Context: an optimization exercise on an open-source flow, tuned for small area. The choices shown serve that exercise and are no tape-out recipe. The RTL was checked by simulation tests, not by an equivalence proof against the original design. Power and IR drop assume default switching activity.

// dmem_responder
module dmem_responder
#(
  parameter int DEPTH   = DEPTH_DEF,
  parameter int LATENCY = LATENCY_DEF
) (
  input  logic        clk,
  input  logic        rst_n,
  input  logic        req_valid,
  output logic        req_ready,
  input  logic        req_write,
  input  logic [31:0] req_addr,
  input  logic [31:0] req_wdata,
  output logic        rsp_valid,
  input  logic        rsp_ready,
  output logic [31:0] rsp_rdata,
  output logic        rsp_err
);
Size: ~2,200 cells after synthesis.
clock: 8.0 ns
lec_check: 0
cap_margin: 20
core_margin: 2
core_utilization: 70
place_density: 0.75
slew_margin: 20
synth_hierarchical: 1
standard.sh (not shown) runs the stock make flow with config.mk's settings and CLKGATE_MAP_FILE= SYNTH_SCRIPT=/design/flow/synth_recipe.tcl, a recipe that flattens the netlist after the stock synthesis.
==> flow/flow/run.sh <==
#!/bin/bash
# Own layout flow: the standard layout (standard.sh) with two changes:
# the port buffers use the smallest buffer cell (buf_1), and clock-tree
# synthesis inserts no dummy loads and builds the tree from buf_4 cells,
# each leaf driving at most 14 flip-flops (the clock-pin slew limit) within
# a 45 um cluster.
# make's output goes to standard.log here; each ORFS step's full log is
# copied from orfs/logs/ into this folder as step_<name>.log.
set -uo pipefail
export BUFFER_PORTS_ARGS="-buffer_cell sky130_fd_sc_hd__buf_1"
export CTS_ARGS="-sink_clustering_enable -repair_clock_nets -dont_use_dummy_load -buf_list sky130_fd_sc_hd__buf_4 -sink_clustering_size 14 -sink_clustering_max_diameter 45"
bash standard.sh > standard.log 2>&1
status=$?
for f in orfs/logs/*/*/*/*.log; do
  [[ -f "$f" ]] && cp "$f" "step_$(basename "$f")"
done
exit $status
==> next run, changes <==
--- a/flow/flow/run.sh
+++ b/flow/flow/run.sh
@@ -2,7 +2,5 @@
 # Own layout flow: the standard layout (standard.sh) with two changes:
 # the port buffers use the smallest buffer cell (buf_1), and clock-tree
-# synthesis inserts no dummy loads and builds the tree from buf_4 cells,
-# each leaf driving at most 14 flip-flops (the clock-pin slew limit) within
-# a 45 um cluster.
+# synthesis inserts no dummy loads and uses larger sink clusters.
 # make's output goes to standard.log here; each ORFS step's full log is
 # copied from orfs/logs/ into this folder as step_<name>.log.
=> The new run produced a clean layout; die area is unchanged; utilization does not change; worst hold slack does not change.
==> next run, changes <==
--- a/flow/flow/run.sh
+++ b/flow/flow/run.sh
@@ -7,5 +7,5 @@
 set -uo pipefail
 export BUFFER_PORTS_ARGS="-buffer_cell sky130_fd_sc_hd__buf_1"
-export CTS_ARGS="-sink_clustering_enable -repair_clock_nets -dont_use_dummy_load -buf_list sky130_fd_sc_hd__buf_4 -sink_clustering_size 14 -sink_clustering_max_diameter 45"
+export CTS_ARGS="-sink_clustering_enable -repair_clock_nets -dont_use_dummy_load -buf_list sky130_fd_sc_hd__buf_4 -sink_clustering_size 14 -sink_clustering_max_diameter 60"
 bash standard.sh > standard.log 2>&1
 status=$?
Outcome: Global-route usage hardly moves. Total power is about the same. Synthesized cell count stays the same. Setup slack barely changes. First-iteration DRC count goes down by about 1.6%.


The RTL this note starts from:
==> flow/design.v <==
package dmem_responder_pkg;
  localparam int DEPTH_DEF   = 64;
  localparam int LATENCY_DEF = 2;
  function automatic logic addrErr(input logic [31:0] addr);
    addrErr = (addr[1:0] != 2'b00) || (addr[31:8] != 24'd0);
  endfunction
endpackage
import dmem_responder_pkg::*;
module dmem_array
#(
  parameter int DEPTH = DEPTH_DEF
) (
  input  logic        clk,
  input  logic        we,
  input  logic        clr,
  input  logic [31:0] wdata,
  output logic [31:0] tail
);
  logic [DEPTH-1:0][31:0] ringN;
  logic [31:0]            headN;
  assign headN = we ? ~wdata : (ringN[DEPTH-1] | {32{clr}});
  always_ff @(posedge clk) begin
    ringN <= {ringN[DEPTH-2:0], headN};
  end
  assign tail = ~ringN[DEPTH-1];
endmodule
import dmem_responder_pkg::*;
module dmem_responder
#(
  parameter int DEPTH   = DEPTH_DEF,
  parameter int LATENCY = LATENCY_DEF
) (
  input  logic        clk,
  input  logic        rst_n,
  input  logic        req_valid,
  output logic        req_ready,
  input  logic        req_write,
  input  logic [31:0] req_addr,
  input  logic [31:0] req_wdata,
  output logic        rsp_valid,
  input  logic        rsp_ready,
  output logic [31:0] rsp_rdata,
  output logic        rsp_err
);
  logic [5:0]  cnt;
  logic        clr;
  logic        vldQ;
  logic        errQ;
  logic [31:0] rdataQ;
  logic [31:0] tail;
  logic        reqErr;
  logic        hit;
  logic        accept;
  logic        memWe;
  logic        load;
  assign reqErr    = dmem_responder_pkg::addrErr(req_addr);
  assign hit       = (req_addr[7:2] == cnt);
  assign req_ready = (!vldQ || rsp_ready) && (reqErr || hit);
  assign accept    = req_valid && req_ready;
  assign memWe     = accept && req_write && !reqErr;
  dmem_array #(.DEPTH(DEPTH)) u_array (
    .clk   (clk),
    .we    (memWe),
    .clr   (clr),
    .wdata (req_wdata),
    .tail  (tail)
  );
  always_ff @(posedge clk or negedge rst_n) begin
    if (!rst_n) begin
      cnt  <= '0;
      clr  <= 1'b1;
      vldQ <= 1'b0;
    end else begin
      cnt <= cnt + 1'b1;
      if (cnt == 6'd63) clr <= 1'b0;
      if (accept) vldQ <= 1'b1;
      else if (rsp_ready) vldQ <= 1'b0;
    end
  end
  assign load = accept && !req_write && !reqErr && !clr;
  always_ff @(posedge clk) begin
    rdataQ <= (tail & {32{load}}) | (rdataQ & {32{!accept}});
    errQ   <= (reqErr && accept) || (errQ && !accept);
  end
  assign rsp_valid = vldQ;
  assign rsp_rdata = rdataQ;
  assign rsp_err   = errQ;
endmodule
export LEC_CHECK = 0
export CAP_MARGIN = 20
export CORE_MARGIN = 2
export CORE_UTILIZATION = 70
export PLACE_DENSITY = 0.75
export SLEW_MARGIN = 20
create_clock -name core_clock -period 8.0 [get_ports {clk}]
==> flow/flow/run.sh <==
#!/bin/bash
# Own layout flow: the standard layout (standard.sh) with two changes:
# the port buffers use the smallest buffer cell (buf_1), and clock-tree
# synthesis inserts no dummy loads and uses larger sink clusters.
# make's output goes to standard.log here; each ORFS step's full log is
# copied from orfs/logs/ into this folder as step_<name>.log.
set -uo pipefail
export BUFFER_PORTS_ARGS="-buffer_cell sky130_fd_sc_hd__buf_1"
export CTS_ARGS="-sink_clustering_enable -repair_clock_nets -dont_use_dummy_load -buf_list sky130_fd_sc_hd__clkbuf_4 -sink_clustering_size 12 -sink_clustering_max_diameter 40"
bash standard.sh > standard.log 2>&1
status=$?
for f in orfs/logs/*/*/*/*.log; do
  [[ -f "$f" ]] && cp "$f" "step_$(basename "$f")"
done
exit $status
The starting point went through all stages and came out clean.
Edit:
--- a/flow/flow/run.sh
+++ b/flow/flow/run.sh
@@ -9 +9 @@
-export CTS_ARGS="-sink_clustering_enable -repair_clock_nets -dont_use_dummy_load -buf_list sky130_fd_sc_hd__clkbuf_4 -sink_clustering_size 12 -sink_clustering_max_diameter 40"
+export CTS_ARGS="-sink_clustering_enable -repair_clock_nets -dont_use_dummy_load -buf_list sky130_fd_sc_hd__buf_4 -sink_clustering_size 14 -sink_clustering_max_diameter 45"
Outcome: The changed run finished clean. Global-route usage hardly moves. Count of clock-buffer cells in the layout falls by 26. Non-clock buffer count does not change. Design area went down by 0.46%. Synthesized area stays the same. Maximum frequency does not change. Flip-flop and latch count stays the same. Synthesized cell count does not change. Critical path depth is unchanged.

==> afterwards: timing with drivers on the ports <==
The flow's constraints put no driver on any port. The routed layouts listed below were extracted and timed again, unchanged, in two steps. Step 1 assumes that a clkbuf_16 drives the clock port and a buf_2 every other input. Step 2 adds t to the input delays and takes it off the output delays; t is the mean of the earliest and latest rising clock arrival at the registers after step 1. Input paths then give back, and output paths get back, about the clock's delay inside the block. Slacks: no drivers / after step 1 / after step 2; pairs: no drivers / after step 1.
| run | shift t [ns] | setup WS [ns] | hold slack, ns | slew at the worst register clock pin (ns) | worst slew at a driven data input, ns |
|---|---|---|---|---|---|
| the first run of note 1 | 0.899 | 3.476 / 3.455 / 3.455 | 0.247 / 0.247 / 0.247 | 0.12 / 0.12 | 0.13 |
| the second run of note 1 | 0.899 | 3.476 / 3.455 / 3.455 | 0.247 / 0.247 / 0.247 | 0.12 / 0.12 | 0.13 |
| the third run of note 1 | 0.899 | 3.474 / 3.453 / 3.453 | 0.250 / 0.250 / 0.250 | 0.12 / 0.12 | 0.13 |
| the first run of note 2 | 1.034 | 3.692 / 3.670 / 3.670 | 0.291 / 0.291 / 0.291 | 0.12 / 0.12 | 0.05 |
| the second run of note 2 | 0.891 | 3.692 / 3.670 / 3.670 | 0.294 / 0.294 / 0.294 | 0.12 / 0.12 | 0.05 |
After both steps setup and hold are still met in every run listed.
